Source: an optimization exercise on an open RTL-to-GDS flow (aim: small area and a short achievable clock period). Production flows keep margins and buffers that such runs may drop. RTL that was checked went through simulation tests only; none was proved equivalent to the original. No driver is modelled on the clock port, so clocking that relies on it looks cheaper here than on a real chip.

==> run a: inputs <==
// mac_top
module mac_top #(
   parameter int A_WIDTH = 18,
   parameter int B_WIDTH = 18,
   parameter int P_WIDTH = 48
) (
   input  logic                      clk,
   input  logic                      rst_n,
   input  logic signed [A_WIDTH-1:0] data_a,
   input  logic signed [B_WIDTH-1:0] data_b,
   input  mac_pkg::mac_op_e          op,
   input  logic                      activate_mac,
   output logic signed [P_WIDTH-1:0] data_p,
   output logic                      p_valid
);
export LEC_CHECK = 0
export ABC_AREA = 1
export CAP_MARGIN = 20
export CORE_MARGIN = 2
export CORE_UTILIZATION = 40
export CTS_BUF_LIST = sky130_fd_sc_hd__clkbuf_4 sky130_fd_sc_hd__clkbuf_8
export HOLD_SLACK_MARGIN = 0.1
export SLEW_MARGIN = 20
create_clock -name core_clock -period 10.0 [get_ports {clk}]
standard.sh (not shown) runs the stock make flow with config.mk's settings and CLKGATE_MAP_FILE= SYNTH_SCRIPT=/design/flow/synth_recipe.tcl, a recipe that flattens the netlist after the stock synthesis.
==> flow/flow/run.sh <==
#!/bin/bash
# The standard layout, with these changes in how it is made:
# - Yosys's synth runs without its early ABC pass (-noabc), so the full
#   adders it extracts keep their polarity (no inverters between them);
# - the port buffers are the smallest buffer (buf_1) instead of the
#   default clkdlybuf4s50_1; every port is still buffered;
# - after CTS, flow/pq_clock_delay.tcl puts delay chains in front of the
#   result register's clock (useful skew for the register-to-register
#   multiply-add paths);
# - only the setup repair after global routing, the first that sees that
#   skew, is given a setup margin (flow/grt_margin.tcl).
export SYNTH_ARGS="-noabc"
export BUFFER_PORTS_ARGS="-buffer_cell sky130_fd_sc_hd__buf_1"
export POST_CTS_TCL="$PWD/flow/pq_clock_delay.tcl"
export PQ_DLY_CELLS="sky130_fd_sc_hd__clkdlybuf4s50_1 sky130_fd_sc_hd__clkdlybuf4s50_1 sky130_fd_sc_hd__clkdlybuf4s50_1 sky130_fd_sc_hd__clkdlybuf4s15_1"
export PQ_SKIP_BITS=8
export PQ_BUF_CELL=sky130_fd_sc_hd__clkbuf_8
export PRE_GLOBAL_ROUTE_TCL="$PWD/flow/grt_margin.tcl"
bash standard.sh > standard.log 2>&1
==> flow/flow/grt_margin.tcl <==
# Pre-global-route hook: the setup repair after global routing aims at
# 5.45 ns of slack. It is the first repair that sees the
# result register's delayed clock, so it is the only one given a margin.
set ::env(SETUP_SLACK_MARGIN) 5.45
Other scripts of this flow, unchanged in this note and not shown: flow/flow/pq_clock_delay.tcl
==> run b (differences from run a) <==
--- a/flow/flow/run.sh
+++ b/flow/flow/run.sh
@@ -12,7 +12,7 @@
 export SYNTH_ARGS="-noabc"
 export BUFFER_PORTS_ARGS="-buffer_cell sky130_fd_sc_hd__buf_1"
 export POST_CTS_TCL="$PWD/flow/pq_clock_delay.tcl"
-export PQ_DLY_CELLS="sky130_fd_sc_hd__clkdlybuf4s50_1 sky130_fd_sc_hd__clkdlybuf4s50_1 sky130_fd_sc_hd__clkdlybuf4s50_1 sky130_fd_sc_hd__clkdlybuf4s15_1"
+export PQ_DLY_CELLS="sky130_fd_sc_hd__clkdlybuf4s50_1 sky130_fd_sc_hd__clkdlybuf4s50_1 sky130_fd_sc_hd__clkdlybuf4s50_1"
 export PQ_SKIP_BITS=8
 export PQ_BUF_CELL=sky130_fd_sc_hd__clkbuf_8
 export PRE_GLOBAL_ROUTE_TCL="$PWD/flow/grt_margin.tcl"
==> flow/flow/grt_margin.tcl (replaced) <==
# Pre-global-route hook: the setup repair after global routing aims at
# 5.35 ns of slack. It is the first repair that sees the
# result register's delayed clock, so it is the only one given a margin.
set ::env(SETUP_SLACK_MARGIN) 5.35
--- a/flow/config.mk
+++ b/flow/config.mk
@@ -9,6 +9,5 @@
 export CAP_MARGIN = 20
 export CORE_MARGIN = 2
 export CORE_UTILIZATION = 40
-export CTS_BUF_LIST = sky130_fd_sc_hd__clkbuf_4 sky130_fd_sc_hd__clkbuf_8
 export HOLD_SLACK_MARGIN = 0.1
 export SLEW_MARGIN = 20
==> summary.txt <==
                                                        run b       run a
Critical register-to-register path endpoint            p_q[9]     p_q[33]
Data arrival at the endpoint of the critical path     2.54 ns     2.77 ns
Worst flop-to-flop path startpoint                     a_q[4]    neg_q[7]
Result of the run            no timing/DRC/antenna violations  no timing/DRC/antenna violations
Total via count in the routed design                    9,389       9,634
R2R Setup Slk                                         5.54 ns     5.49 ns
Final net count                                         1,670       1,716
RSZ-0062 raised after global routing                       no         yes
Area added between synthesis and finish                 13.7%       17.0%
Detailed-route vias per instance                         5.25        5.25
Clk_skew                                              1.64 ns     1.90 ns
Seq area share                                          17.4%       16.8%
Met2 capacity usage during global routing               33.6%       33.4%

---

==> cedar: inputs <==
Another version of the RTL of mac_top (not shown whole).
Settings: LEC_CHECK=0, ABC_AREA=0, CAP_MARGIN=20, CORE_MARGIN=2, CORE_UTILIZATION=40, SLEW_MARGIN=20; clock period 10.0 ns.
==> flow/flow/run.sh <==
#!/bin/bash
# Standard layout, with Yosys's synth run without its early ABC pass
# (-noabc) so the full adders keep their polarity.
cp standard.sh standard_copy.txt
export SYNTH_ARGS="-noabc"
bash standard.sh > standard.log 2>&1
==> lagoon: changes against cedar <==
==> flow/run.sh (new file) <==
#!/bin/bash
# synth_recipe.tcl (not shown) runs the flow's synth.tcl, then flattens the netlist and writes it again
# the make line also repeats each setting of config.mk as NAME=value (left out here)
make -C /OpenROAD-flow-scripts/flow DESIGN_CONFIG=/design/flow/config.mk WORK_HOME=/design/flow/orfs CLKGATE_MAP_FILE= SYNTH_SCRIPT=/design/flow/synth_recipe.tcl finish
Settings changed: ABC_AREA 0 to 1, SETUP_SLACK_MARGIN set to 3.
removed: flow/flow/run.sh
removed: flow/standard.sh
==> xenon: changes against cedar <==
==> flow/run.sh (new file) <==
#!/bin/bash
# synth_recipe.tcl (not shown) runs the flow's synth.tcl, then flattens the netlist and writes it again
# the make line also repeats each setting of config.mk as NAME=value (left out here)
make -C /OpenROAD-flow-scripts/flow DESIGN_CONFIG=/design/flow/config.mk WORK_HOME=/design/flow/orfs CLKGATE_MAP_FILE= SYNTH_SCRIPT=/design/flow/synth_recipe.tcl finish
Settings changed: ABC_AREA 0 to not set, SETUP_SLACK_MARGIN set to 5.
removed: flow/flow/run.sh
removed: flow/standard.sh
==> summary.txt <==
- Of lagoon and cedar, cedar has the higher non-clock buffer count (gap 6).
- Between xenon and lagoon, the lower hold slack is in lagoon (gap 0.00052 ns).
- Of xenon and lagoon, lagoon has the higher count of clock-buffer cells in the layout (gap 1).
- Against lagoon, the fmax of xenon is higher by about 6%.
- Against xenon, the sequential share of layout area of cedar is higher by 2.3 points.
- Synthesized area: lagoon > xenon > cedar.
==> figures <==
| quantity | cedar | lagoon | xenon |
|---|---|---|---|
| Post-layout minimum cycle time | 6.88 ns | 6.08 ns | 5.73 ns |
| Fin cells | 1640 | 2429 | 1908 |
| GRT met1 Usage | 0.320 | 0.380 | 0.333 |
| Number of global-route vias before repair | 9832 | 12500 | 10800 |
| Critical Path Most Common Cell | fa_1 | - | fa_1 |
| Multi-input gates | 982 | 1305 | 995 |
| Total die area | 31700 um^2 | 36700 um^2 | 33000 um^2 |
| Status | no timing/DRC/antenna violations | no timing/DRC/antenna violations | no timing/DRC/antenna violations |
| Critical path data required time | 10.25 ns | 10.28 ns | 10.25 ns |
| Path length in cells of the critical path | 18 | 18 | 19 |

---

==> inputs of v6 <==
mac_top, a different RTL version from the one above (not shown whole).
==> flow/config.mk <==
export PLATFORM = sky130hd
export DESIGN_NAME = mac_top
export DESIGN_NICKNAME = mac_top
export VERILOG_FILES = /design/flow/design.v
export SDC_FILE = /design/flow/constraint.sdc
export NUM_CORES = 4
export LEC_CHECK = 0
export ABC_AREA = 1
export CAP_MARGIN = 20
export CORE_MARGIN = 2
export CORE_UTILIZATION = 40
export HOLD_SLACK_MARGIN = 0.05
export SLEW_MARGIN = 20
==> flow/constraint.sdc <==
create_clock -name core_clock -period 10.0 [get_ports {clk}]
set_input_delay 2.0000 -clock core_clock [delete_from_list [all_inputs] [get_ports {clk}]]
set_output_delay 2.0000 -clock core_clock [all_outputs]
set_load 0.01 [all_outputs]
==> flow/flow/run.sh <==
#!/bin/bash
# The standard layout, with these changes in how it is made:
# - Yosys's synth runs without its early ABC pass (-noabc), so the full
#   adders it extracts keep their polarity (no inverters between them);
# - the port buffers are the smallest buffer (buf_1) instead of the
#   default clkdlybuf4s50_1; every port is still buffered;
# - after CTS, flow/pq_clock_delay.tcl puts delay chains in front of the
#   result register's clock (useful skew for the register-to-register
#   multiply-add paths).
export SYNTH_ARGS="-noabc"
export BUFFER_PORTS_ARGS="-buffer_cell sky130_fd_sc_hd__buf_1"
export POST_CTS_TCL="$PWD/flow/pq_clock_delay.tcl"
export PQ_DLY_CELLS="sky130_fd_sc_hd__clkdlybuf4s50_1 sky130_fd_sc_hd__clkdlybuf4s50_1 sky130_fd_sc_hd__clkdlybuf4s50_1"
export PQ_SKIP_BITS=8
export PQ_BUF_CELL=sky130_fd_sc_hd__clkbuf_8
bash standard.sh > standard.log 2>&1
Other scripts of this flow, unchanged in this note and not shown: flow/flow/pq_clock_delay.tcl
==> v31: changes against v6 <==
--- a/flow/flow/run.sh
+++ b/flow/flow/run.sh
@@ -11,5 +11,5 @@
 export BUFFER_PORTS_ARGS="-buffer_cell sky130_fd_sc_hd__buf_1"
 export POST_CTS_TCL="$PWD/flow/pq_clock_delay.tcl"
-export PQ_DLY_CELLS="sky130_fd_sc_hd__clkdlybuf4s50_1 sky130_fd_sc_hd__clkdlybuf4s50_1 sky130_fd_sc_hd__clkdlybuf4s50_1"
+export PQ_DLY_CELLS="sky130_fd_sc_hd__clkdlybuf4s50_1 sky130_fd_sc_hd__clkdlybuf4s50_1 sky130_fd_sc_hd__clkdlybuf4s25_1"
 export PQ_SKIP_BITS=8
 export PQ_BUF_CELL=sky130_fd_sc_hd__clkbuf_8
- HOLD_SLACK_MARGIN: 0.05 -> 0.2
- SETUP_SLACK_MARGIN: default -> 5
==> notes <==
In v6 the global-route usage is lower than in v31, by 1.4 points.
In v31 the first-iteration DRC count is larger than in v6, by about 14%.
Cell count: v6 is lower than v31 (4.7%).
Wire length: v6 is smaller than v31 (6.3%).
Between v6 and v31, the lower sequential share of layout area is in v31 (gap 1.4 points).
Against v6, the setup slack of v31 is better by 390 ps.
Between v6 and v31, the lower worst hold slack is in v6 (gap 180 ps).
v6 completed and failed the layout checks on negative hold slack. v31 finished with timing, DRC and antenna clean.
No functional check of the RTL was part of any run of this note.

---

==> trial 94 <==
mac_top with an RTL version that a note above also has.
Settings: LEC_CHECK=0, ABC_AREA=1, CAP_MARGIN=20, CORE_MARGIN=2, CORE_UTILIZATION=40, CTS_BUF_LIST=sky130_fd_sc_hd__clkbuf_4 sky130_fd_sc_hd__clkbuf_8, HOLD_SLACK_MARGIN=0.1, SLEW_MARGIN=20; clock period 10.0 ns.
==> flow/flow/run.sh <==
#!/bin/bash
# The standard layout, with these changes in how it is made:
# - Yosys's synth runs without its early ABC pass (-noabc), so the full
#   adders it extracts keep their polarity (no inverters between them);
# - the port buffers are the smallest buffer (buf_1) instead of the
#   default clkdlybuf4s50_1; every port is still buffered;
# - after CTS, flow/pq_clock_delay.tcl puts delay chains in front of the
#   result register's clock (useful skew for the register-to-register
#   multiply-add paths);
# - only the setup repair after global routing, the first that sees that
#   skew, is given a setup margin (flow/grt_margin.tcl).
export SYNTH_ARGS="-noabc"
export BUFFER_PORTS_ARGS="-buffer_cell sky130_fd_sc_hd__buf_1"
export POST_CTS_TCL="$PWD/flow/pq_clock_delay.tcl"
export PQ_DLY_CELLS="sky130_fd_sc_hd__clkdlybuf4s50_1 sky130_fd_sc_hd__clkdlybuf4s50_1 sky130_fd_sc_hd__clkdlybuf4s25_1"
export PQ_SKIP_BITS=8
export PQ_BUF_CELL=sky130_fd_sc_hd__clkbuf_8
export PRE_GLOBAL_ROUTE_TCL="$PWD/flow/grt_margin.tcl"
bash standard.sh > standard.log 2>&1
==> flow/flow/grt_margin.tcl <==
# Pre-global-route hook: the setup repair after global routing aims at
# 5.6 ns of slack. It is the first repair that sees the
# result register's delayed clock, so it is the only one given a margin.
set ::env(SETUP_SLACK_MARGIN) 5.6
==> flow/flow/pq_clock_delay.tcl <==
# Post-CTS hook: the result register p_q gets its clock through a short
# delay chain below each clock-tree leaf that drives it, so its clock
# arrives later than the operand registers'. This is useful skew for the
# operand -> result paths (the long multiply-add paths); the result
# register's own feedback path sees about the same delay at both ends.
# The low bits (below PQ_SKIP_BITS) keep the undelayed clock.
# The later repair steps (global route) see and repair the new timing.
set block [ord::get_db_block]
set db [ord::get_db]
set chain {}
foreach c $::env(PQ_DLY_CELLS) { lappend chain [$db findMaster $c] }
lappend chain [$db findMaster $::env(PQ_BUF_CELL)]
set groups [dict create]
set n 0
foreach inst [$block getInsts] {
  if {[regexp {^p_q\\?\[([0-9]+)} [$inst getName]] && [string match sky130_fd_sc_hd__df* [[$inst getMaster] getName]]} {
    incr n
    regexp {^p_q\\?\[([0-9]+)} [$inst getName] -> bit
    # the low result bits have short paths and ample setup slack: no delay
    if {$bit < $::env(PQ_SKIP_BITS)} { continue }
    set net [[$inst findITerm CLK] getNet]
    dict lappend groups [$net getName] $inst
  }
}
if {$n != 48} { error "pq_clock_delay: expected 48 result flops, found $n" }
set g 0
dict for {netname flops} $groups {
  set net [$block findNet $netname]
  set sx 0; set sy 0
  foreach f $flops {
    set bb [$f getBBox]
    set sx [expr {$sx + [$bb xMin]}]; set sy [expr {$sy + [$bb yMin]}]
  }
  set cx [expr {int($sx / [llength $flops])}]
  set cy [expr {int($sy / [llength $flops])}]
  set prev $net
  set k 0
  foreach m $chain {
    set inst [odb::dbInst_create $block $m "pq_clkdly_${g}_$k"]
    set out [odb::dbNet_create $block "pq_clk_${g}_$k"]
    $out setSigType CLOCK
    [$inst findITerm A] connect $prev
    [$inst findITerm X] connect $out
    $inst setLocation $cx $cy
    $inst setPlacementStatus PLACED
    set prev $out
    incr k
  }
  foreach f $flops {
    set it [$f findITerm CLK]
    $it disconnect
    $it connect $prev
  }
  puts "pq_clock_delay: group $g under $netname: [llength $flops] flops"
  incr g
}
global_connect
detailed_placement
check_placement -verbose
estimate_parasitics -placement
report_clock_skew
==> trial 18: changes against trial 94 <==
--- a/flow/flow/run.sh
+++ b/flow/flow/run.sh
@@ -12,7 +12,7 @@
 export SYNTH_ARGS="-noabc"
 export BUFFER_PORTS_ARGS="-buffer_cell sky130_fd_sc_hd__buf_1"
 export POST_CTS_TCL="$PWD/flow/pq_clock_delay.tcl"
-export PQ_DLY_CELLS="sky130_fd_sc_hd__clkdlybuf4s50_1 sky130_fd_sc_hd__clkdlybuf4s50_1 sky130_fd_sc_hd__clkdlybuf4s25_1"
+export PQ_DLY_CELLS="sky130_fd_sc_hd__clkdlybuf4s50_1 sky130_fd_sc_hd__clkdlybuf4s50_1 sky130_fd_sc_hd__clkdlybuf4s50_1 sky130_fd_sc_hd__clkdlybuf4s15_1"
 export PQ_SKIP_BITS=8
 export PQ_BUF_CELL=sky130_fd_sc_hd__clkbuf_8
 export PRE_GLOBAL_ROUTE_TCL="$PWD/flow/grt_margin.tcl"
==> trial 46: changes against trial 94 <==
==> flow/flow/run.sh (replaced) <==
#!/bin/bash
# The standard layout, with these changes in how it is made:
# - Yosys's synth runs without its early ABC pass (-noabc), so the full
#   adders it extracts keep their polarity (no inverters between them);
# - the port buffers are the smallest buffer (buf_1) instead of the
#   default clkdlybuf4s50_1; every port is still buffered;
# - after CTS, flow/pq_clock_delay.tcl puts a delay chain in front of the
#   result register's clock (useful skew for the register-to-register
#   multiply-add paths);
# - only the setup repair after global routing, the first that sees that
#   skew, is given a setup margin (flow/grt_margin.tcl).
export SYNTH_ARGS="-noabc"
export BUFFER_PORTS_ARGS="-buffer_cell sky130_fd_sc_hd__buf_1"
export POST_CTS_TCL="$PWD/flow/pq_clock_delay.tcl"
export PQ_DLY_CELLS="sky130_fd_sc_hd__clkdlybuf4s50_1 sky130_fd_sc_hd__clkdlybuf4s50_1 sky130_fd_sc_hd__clkdlybuf4s50_1"
export PQ_SKIP_BITS=8
export PQ_DRV_CELL=sky130_fd_sc_hd__clkbuf_4
export PQ_BUF_CELL=sky130_fd_sc_hd__clkbuf_8
export PRE_GLOBAL_ROUTE_TCL="$PWD/flow/grt_margin.tcl"
bash standard.sh > standard.log 2>&1
==> flow/flow/grt_margin.tcl (replaced) <==
# Pre-global-route hook: the setup repair after global routing aims at
# 5.35 ns of slack. It is the first repair that sees the
# result register's delayed clock, so it is the only one given a margin.
set ::env(SETUP_SLACK_MARGIN) 5.35
==> flow/flow/pq_clock_delay.tcl (replaced) <==
# Post-CTS hook: the result register p_q (bits PQ_SKIP_BITS and up) gets
# its clock later than the operand registers. This is useful skew for the
# operand -> result paths (the long multiply-add paths); the result
# register's own feedback path sees about the same delay at both ends,
# and the low result bits, with short paths and ample slack, keep the
# undelayed clock. One delay chain (PQ_DLY_CELLS, then PQ_DRV_CELL) hangs
# off the clock root; below it, one PQ_BUF_CELL per clock-tree leaf drives
# that leaf's delayed flops. The later repair steps see the new timing.
set block [ord::get_db_block]
set db [ord::get_db]
set groups [dict create]
set n 0
set sx 0; set sy 0; set m 0
foreach inst [$block getInsts] {
  if {[regexp {^p_q\\?\[([0-9]+)} [$inst getName] -> bit] && [string match sky130_fd_sc_hd__df* [[$inst getMaster] getName]]} {
    incr n
    if {$bit < $::env(PQ_SKIP_BITS)} { continue }
    set net [[$inst findITerm CLK] getNet]
    dict lappend groups [$net getName] $inst
    set bb [$inst getBBox]
    set sx [expr {$sx + [$bb xMin]}]; set sy [expr {$sy + [$bb yMin]}]; incr m
  }
}
if {$n != 48} { error "pq_clock_delay: expected 48 result flops, found $n" }
# the clock root net: the net that drives the first leaf buffer
set leafnet [$block findNet [lindex [dict keys $groups] 0]]
set leafbuf [[$leafnet getFirstOutput] getInst]
set rootnet [[$leafbuf findITerm A] getNet]
puts "pq_clock_delay: root net [$rootnet getName]"
proc pq_add {block master name innet x y} {
  set inst [odb::dbInst_create $block $master $name]
  set out [odb::dbNet_create $block "${name}_clk"]
  $out setSigType CLOCK
  [$inst findITerm A] connect $innet
  [$inst findITerm X] connect $out
  $inst setLocation $x $y
  $inst setPlacementStatus PLACED
  return $out
}
set cx [expr {int($sx / $m)}]; set cy [expr {int($sy / $m)}]
set prev $rootnet
set k 0
foreach c [concat $::env(PQ_DLY_CELLS) $::env(PQ_DRV_CELL)] {
  set prev [pq_add $block [$db findMaster $c] "pq_clkdly_$k" $prev $cx $cy]
  incr k
}
set g 0
dict for {netname flops} $groups {
  set gx 0; set gy 0
  foreach f $flops {
    set bb [$f getBBox]
    set gx [expr {$gx + [$bb xMin]}]; set gy [expr {$gy + [$bb yMin]}]
  }
  set gx [expr {int($gx / [llength $flops])}]
  set gy [expr {int($gy / [llength $flops])}]
  set out [pq_add $block [$db findMaster $::env(PQ_BUF_CELL)] "pq_clkbuf_$g" $prev $gx $gy]
  foreach f $flops {
    set it [$f findITerm CLK]
    $it disconnect
    $it connect $out
  }
  puts "pq_clock_delay: group $g (from $netname): [llength $flops] flops"
  incr g
}
global_connect
detailed_placement
check_placement -verbose
estimate_parasitics -placement
report_clock_skew
==> impl_metrics.yaml <==
timing:
  fin_skew_ns: 1.90
  whs_ns: 0.0151
run_status:
  run_status: "complete, no violations"
routing:
  vias: 9670
grt:
  grt_pass1_vias: 9591
layout:
  final_cells: 1847
worst_setup_path:
  critPathCapture: "data_p[19]"
# the run above: trial 18

==> impl_metrics.yaml <==
run_status:
  run_status: "complete, no violations"
layout:
  final_cells: 1919
timing:
  fin_skew_ns: 1.45
worst_setup_path:
  critPathCapture: "data_p[32]"
routing:
  vias: 10100
# the run above: trial 94

==> impl_metrics.yaml <==
worst_setup_path:
  critPathCapture: "data_p[32]"
run_status:
  run_status: "complete, no violations"
timing:
  whs_ns: 0.0380
  fin_skew_ns: 1.85
# the run above: trial 46

afterwards: timing with drivers on the ports:
The results above use ideal ports. As a check the final layouts listed here were re-extracted and re-timed, cells and wires unchanged.
Step 1 assumes that a clkbuf_16 drives the clock port and a buf_2 every other input.
Step 2, shift: input delay + t, output delay - t, t = (earliest + latest rising clock arrival at the registers) / 2. This alone moves slack from input paths to output paths.
Three values: ideal, step 1, step 2; two values: the first two.
run | t, ns | setup slack, ns | hold slack, ns | worst setup path after step 2 | latest minus earliest clock arrival (ns) | worst register clock-pin slew, ns | worst data-port slew with drivers (ns)
run a | 1.341 | 5.234 / 5.187 / 5.491 | 0.017 / 0.017 / 0.017 | register to register | 1.901 / 1.901 | 0.11 / 0.11 | 0.05
run b | 1.201 | 5.464 / 5.414 / 5.544 | 0.067 / 0.067 / 0.067 | register to register | 1.644 / 1.644 | 0.10 / 0.10 | 0.05
cedar | 0.407 | 3.117 / 3.117 / 3.117 | 0.354 / 0.354 / 0.354 | register to register | 0.011 / 0.012 | 0.09 / 0.09 | 0.06
lagoon | 0.426 | 3.921 / 3.921 / 3.921 | 0.361 / 0.361 / 0.361 | register to register | 0.015 / 0.015 | 0.09 / 0.09 | 0.04
xenon | 0.420 | 4.266 / 4.266 / 4.266 | 0.362 / 0.362 / 0.362 | register to register | 0.016 / 0.015 | 0.09 / 0.09 | 0.04
v6 | 1.226 | 4.786 / 4.786 / 4.786 | -0.039 / -0.039 / -0.039 | register to register | 1.664 / 1.664 | 0.08 / 0.08 | 0.04
v31 | 1.105 | 5.174 / 5.174 / 5.174 | 0.144 / 0.144 / 0.144 | register to register | 1.421 / 1.422 | 0.09 / 0.09 | 0.04
trial 94 | 1.117 | 5.680 / 5.632 / 5.700 | 0.044 / 0.044 / 0.044 | register to register | 1.447 / 1.447 | 0.12 / 0.12 | 0.05
trial 18 | 1.340 | 5.235 / 5.187 / 5.469 | 0.015 / 0.015 / 0.015 | register to register | 1.901 / 1.901 | 0.12 / 0.12 | 0.05
trial 46 | 1.317 | 5.229 / 5.182 / 5.527 | 0.038 / 0.038 / 0.038 | register to register | 1.851 / 1.850 | 0.11 / 0.11 | 0.05
In 7 of these runs the clock reaches the registers at very different times; t lies between them, and the last value is a rough guide only.
